Background: an optimization exercise with open tools, aiming at small area, a short achievable clock period and few clock cycles per item. Do not read the settings as production practice.
At most, simulation tests tie the RTL to the original design; equivalence was not proved.

==> run G <==
// sorted_list_union_merge
module sorted_list_union_merge
#(
    parameter int DEPTH = slum_pkg::LIST_DEPTH,
    parameter int QD = 16
)
(
    input  logic    clk,
    input  logic    rst_n,
    input  logic    push,
    output logic    full,
    input  logic [33:0] item,
    output logic    empty,
    input  logic    pop,
    output logic [34:0] result
);
    localparam int VW = slum_pkg::VAL_W;
    localparam int CW = $clog2(DEPTH + 1);
    localparam int SD = QD - 2;
    function automatic logic [1:0] cmp_lt_gt(input logic [VW-1:0] a, input logic [VW-1:0] b);
        logic [VW-1:0] l;
        logic [VW-1:0] g;
        for (int k = 0; k < VW; k++)
        begin
            l[k] = ~a[k] & b[k];
            g[k] = a[k] & ~b[k];
        end
        l[VW-1] = a[VW-1] & ~b[VW-1];
        g[VW-1] = ~a[VW-1] & b[VW-1];
        for (int lv = 1; lv < VW; lv = lv * 2)
        begin
            for (int k = 0; k < VW / (2 * lv); k++)
            begin
                l[k] = l[2*k+1] | (~g[2*k+1] & l[2*k]);
                g[k] = g[2*k+1] | (~l[2*k+1] & g[2*k]);
            end
        end
        cmp_lt_gt = {l[0], g[0]};
    endfunction
    logic          in_valid;
    logic [1:0]    in_act;
    logic [VW-1:0] in_val;
    logic          in_dup;
    logic [3:0]    in_eq_i;
    logic [3:0]    in_eq_q;
    logic          in_ws;
    logic          in_nf;
    logic          in_ld_a;
    logic          in_ld_b;
    logic          accept;
    logic          proc;
    logic [3:0]    eq_q_new;
    logic          ws_new;
    logic          nf_new;
    logic          ld_a_new;
    logic          ld_b_new;
  ...
clock: 5.0 ns
lec_check: 0
cap_margin: 20
core_margin: 2
core_utilization: 70
cts_cluster_diameter: 80
cts_cluster_size: 24
setup_slack_margin: 2.9
slew_margin: 20
tns_end_percent: 2
run.sh (not shown) runs the stock make flow with config.mk's settings and CLKGATE_MAP_FILE= SYNTH_SCRIPT=/design/flow/synth_recipe.tcl, a recipe that flattens the netlist after the stock synthesis.
==> run C: changes against run G <==
--- a/flow/design.v
+++ b/flow/design.v
@@ -41,22 +41,19 @@
         cmp_lt_gt = {l[0], g[0]};
     endfunction
     logic          in_valid;
     logic [1:0]    in_act;
     logic [VW-1:0] in_val;
     logic          in_dup;
-    logic [3:0]    in_eq_i;
-    logic [3:0]    in_eq_q;
-    logic          in_ws;
+    logic [3:0]    in_eq;
     logic          in_nf;
     logic          in_ld_a;
     logic          in_ld_b;
     logic          accept;
     logic          proc;
-    logic [3:0]    eq_q_new;
-    logic          ws_new;
+    logic [3:0]    eq_new;
     logic          nf_new;
     logic          ld_a_new;
     logic          ld_b_new;
     assign accept = push && !full;
     always_ff @(posedge clk or negedge rst_n)
     begin
@@ -76,15 +73,13 @@
     always_ff @(posedge clk)
     begin
         if (accept)
         begin
             in_act <= item[33:32];
             in_val <= item[31:0];
-            in_eq_i <= eq_in;
-            in_eq_q <= eq_q_new;
-            in_ws <= ws_new;
+            in_eq <= eq_new;
             in_nf <= nf_new;
             in_ld_a <= ld_a_new;
             in_ld_b <= ld_b_new;
         end
     end
     logic [CW-1:0] cnt_a;
@@ -118,13 +113,13 @@
     logic do_m;
     assign is_a = in_valid && (in_act == 2'd0);
     assign is_b = in_valid && (in_act == 2'd1);
     assign is_m = in_valid && (in_act == 2'd2);
     assign room_a = !cnt_a[CW-1];
     assign room_b = !cnt_b[CW-1];
-    assign in_dup = in_nf && (in_ws ? (&in_eq_i) : (&in_eq_q));
+    assign in_dup = in_nf && (&in_eq);
     assign blocked = (in_valid && in_ld_a && !in_dup && sa_sel[SD-1])
                   || (in_valid && in_ld_b && !in_dup && sb_sel[SD-1])
                   || (is_m && pend_v);
     assign proc = in_valid && !blocked;
     assign wr_a = in_valid && in_ld_a && !in_dup && !sa_sel[SD-1];
     assign wr_b = in_valid && in_ld_b && !in_dup && !sb_sel[SD-1];
@@ -141,14 +136,13 @@
             eq_qa[k] = (item[8*k +: 8] == qa[0][8*k +: 8]);
             eq_qb[k] = (item[8*k +: 8] == qb[0][8*k +: 8]);
         end
     end
     assign first_a_next = do_m || (first_a && !(proc && is_a && room_a));
     assign first_b_next = do_m || (first_b && !(proc && is_b && room_b));
-    assign eq_q_new = item[32] ? eq_qb : eq_qa;
-    assign ws_new = item[32] ? wr_b : wr_a;
+    assign eq_new = item[32] ? (wr_b ? eq_in : eq_qb) : (wr_a ? eq_in : eq_qa);
     assign nf_new = item[32] ? !first_b_next : !first_a_next;
     assign ld_a_new = (item[33:32] == 2'd0) && !n_cnt_a[CW-1];
     assign ld_b_new = (item[33:32] == 2'd1) && !n_cnt_b[CW-1];
     always_ff @(posedge clk or negedge rst_n)
     begin
         if (!rst_n)
==> flow/config.mk (replaced) <==
export PLATFORM = sky130hd
export DESIGN_NAME = sorted_list_union_merge
export DESIGN_NICKNAME = sorted_list_union_merge
export VERILOG_FILES = /design/flow/design.v
export SDC_FILE = /design/flow/constraint.sdc
export NUM_CORES = 4
export LEC_CHECK = 0
export CAP_MARGIN = 20
export CORE_MARGIN = 2
export CORE_UTILIZATION = 55
export CTS_BUF_LIST = sky130_fd_sc_hd__clkbuf_8
export CTS_CLUSTER_DIAMETER = 50
export CTS_CLUSTER_SIZE = 12
export SETUP_SLACK_MARGIN = 2.9
export SLEW_MARGIN = 20
export TNS_END_PERCENT = 10
==> run A: changes against run G <==
--- a/flow/config.mk
+++ b/flow/config.mk
@@ -4,12 +4,12 @@
 export VERILOG_FILES = /design/flow/design.v
 export SDC_FILE = /design/flow/constraint.sdc
 export NUM_CORES = 4
 export LEC_CHECK = 0
 export CAP_MARGIN = 20
 export CORE_MARGIN = 2
-export CORE_UTILIZATION = 70
+export CORE_UTILIZATION = 55
 export CTS_CLUSTER_DIAMETER = 80
 export CTS_CLUSTER_SIZE = 24
 export SETUP_SLACK_MARGIN = 2.9
 export SLEW_MARGIN = 20
 export TNS_END_PERCENT = 2
==> summary.txt <==
Routing
  – Routed len/inst: between 30 and 40 um
  – Routed metal-1 wirelength: around 46,000 um
  – Avg Vias per Cell: ~7.4
  – Metal2 WL: 56,200 um

Status
  – Run status: complete, no violations

Logic synthesis
  – Mux contribution to synthesized area: 1.03%
  – Synth Area in XOR/XNOR: 1.61%
  – Largest cells by area after synthesis: edfxtp_1, a221oi_1, dfrtp_1, a22o_1, a22oi_1

Layout
  – Inverters: between 50 and 60
  – NumNets Final: between 2,000 and 3,000
  – Share of layout cells above drive strength 1: roughly a tenth
  – Final Util: about 78%

Global route
  – Initial antenna violation count: 1
  – Met3 Use GR: under 10%

Worst setup path
  – Worst Setup SP: sa_sel[13]

Floorplan
  – Die height: between 200 and 300 um

Timing
  – Worst Slack Setup Final: approximately 2.4 ns
The numbers above come from run G.

==> summary.txt <==
Status
  – Run status: complete, no violations

Floorplan
  – Die height: slightly below 300 um

Layout
  – NumNets Final: roughly 3,000
  – Share of layout cells above drive strength 1: 11.2%
  – Final Util: roughly three fifths
  – Inverters: 61

Routing
  – Avg Vias per Cell: ~6.7
  – Routed metal-1 wirelength: 51,600 um
  – Routed len/inst: 30.2 um
  – Metal2 WL: just under 60,000 um

Worst setup path
  – Worst Setup SP: o_data[10]
  – CP max FO: 1

Logic synthesis
  – Synthesized area per cell: approximately 16 um2
  – Synth Area in XOR/XNOR: about 1.6%
  – Largest cells by area after synthesis: edfxtp_1, a221oi_1, dfrtp_1, a22o_1, a22oi_1
  – Post-Synthesis Cell Area: around 47,000 um2

Global route
  – Initial antenna violation count: 1
The numbers above come from run A.

==> summary.txt <==
Layout
  – Layout area overhead: 14.1%
  – Final Util: a little over three fifths
  – NumNets Final: roughly 3,200

Worst setup path
  – Worst Setup SP: o_data[21]

Status
  – Run status: complete, no violations

Logic synthesis
  – Share of the synthesized area in the top cell type: a little under three quarters
  – Largest cells by area after synthesis: edfxtp_1, a221oi_1, dfrtp_1, a22o_1, a22oi_1
  – Synth Area in XOR/XNOR: between 2 and 2.5%
  – Mux contribution to synthesized area: less than 1%

Routing
  – Routed metal-1 wirelength: ~55,000 um
  – Routed len/inst: around 30 um
  – Avg Vias per Cell: approximately 6.7

Global route
  – Met3 Use GR: 5.10%
  – Initial antenna violation count: 7

Clocking
  – Clk sinks: between 1,000 and 1,500

Floorplan
  – Die height: ~300 um
The numbers above come from run C.

Testbench counts of run G, summed over its fixed seeds: cycles 8,611, results 6,673.
Testbench counts of run A, summed over its fixed seeds: cycles 8,611, results 6,673.
No functional check of the RTL was part of run C.

## port drivers added, routing unchanged
The flow's constraints put no driver on any port. The routed layouts listed below were extracted and timed again, unchanged, in two steps. Step 1 sets driving cells, clkbuf_16 on the clock port and buf_2 on the other inputs (assumed; they add their load-dependent delay and slew). Step 2 adds t to the input delays and takes it off the output delays; t is the mean of the earliest and latest rising clock arrival at the registers after step 1. Input paths then give back, and output paths get back, about the clock's delay inside the block. Slacks: ideal / step 1 / step 2; pairs: ideal / step 1.
run | shift t [ns] | slack for setup (ns) | latest minus earliest clock arrival (ns) | slew at the worst register clock pin (ns) | worst data-port slew with drivers (ns)
run G | 0.728 | 2.418 / 2.418 / 1.917 | 0.034 / 0.034 | 0.10 / 0.10 | 0.13
run C | 0.857 | 2.513 / 2.453 / 1.822 | 0.035 / 0.035 | 0.09 / 0.09 | 0.04
run A | 0.726 | 2.629 / 2.560 / 1.979 | 0.034 / 0.033 | 0.10 / 0.10 | 0.04
After both steps every run listed still meets setup and hold. The setup slack of run C, which loses most, moves by -0.060 ns with the drivers and by -0.691 ns with both steps.
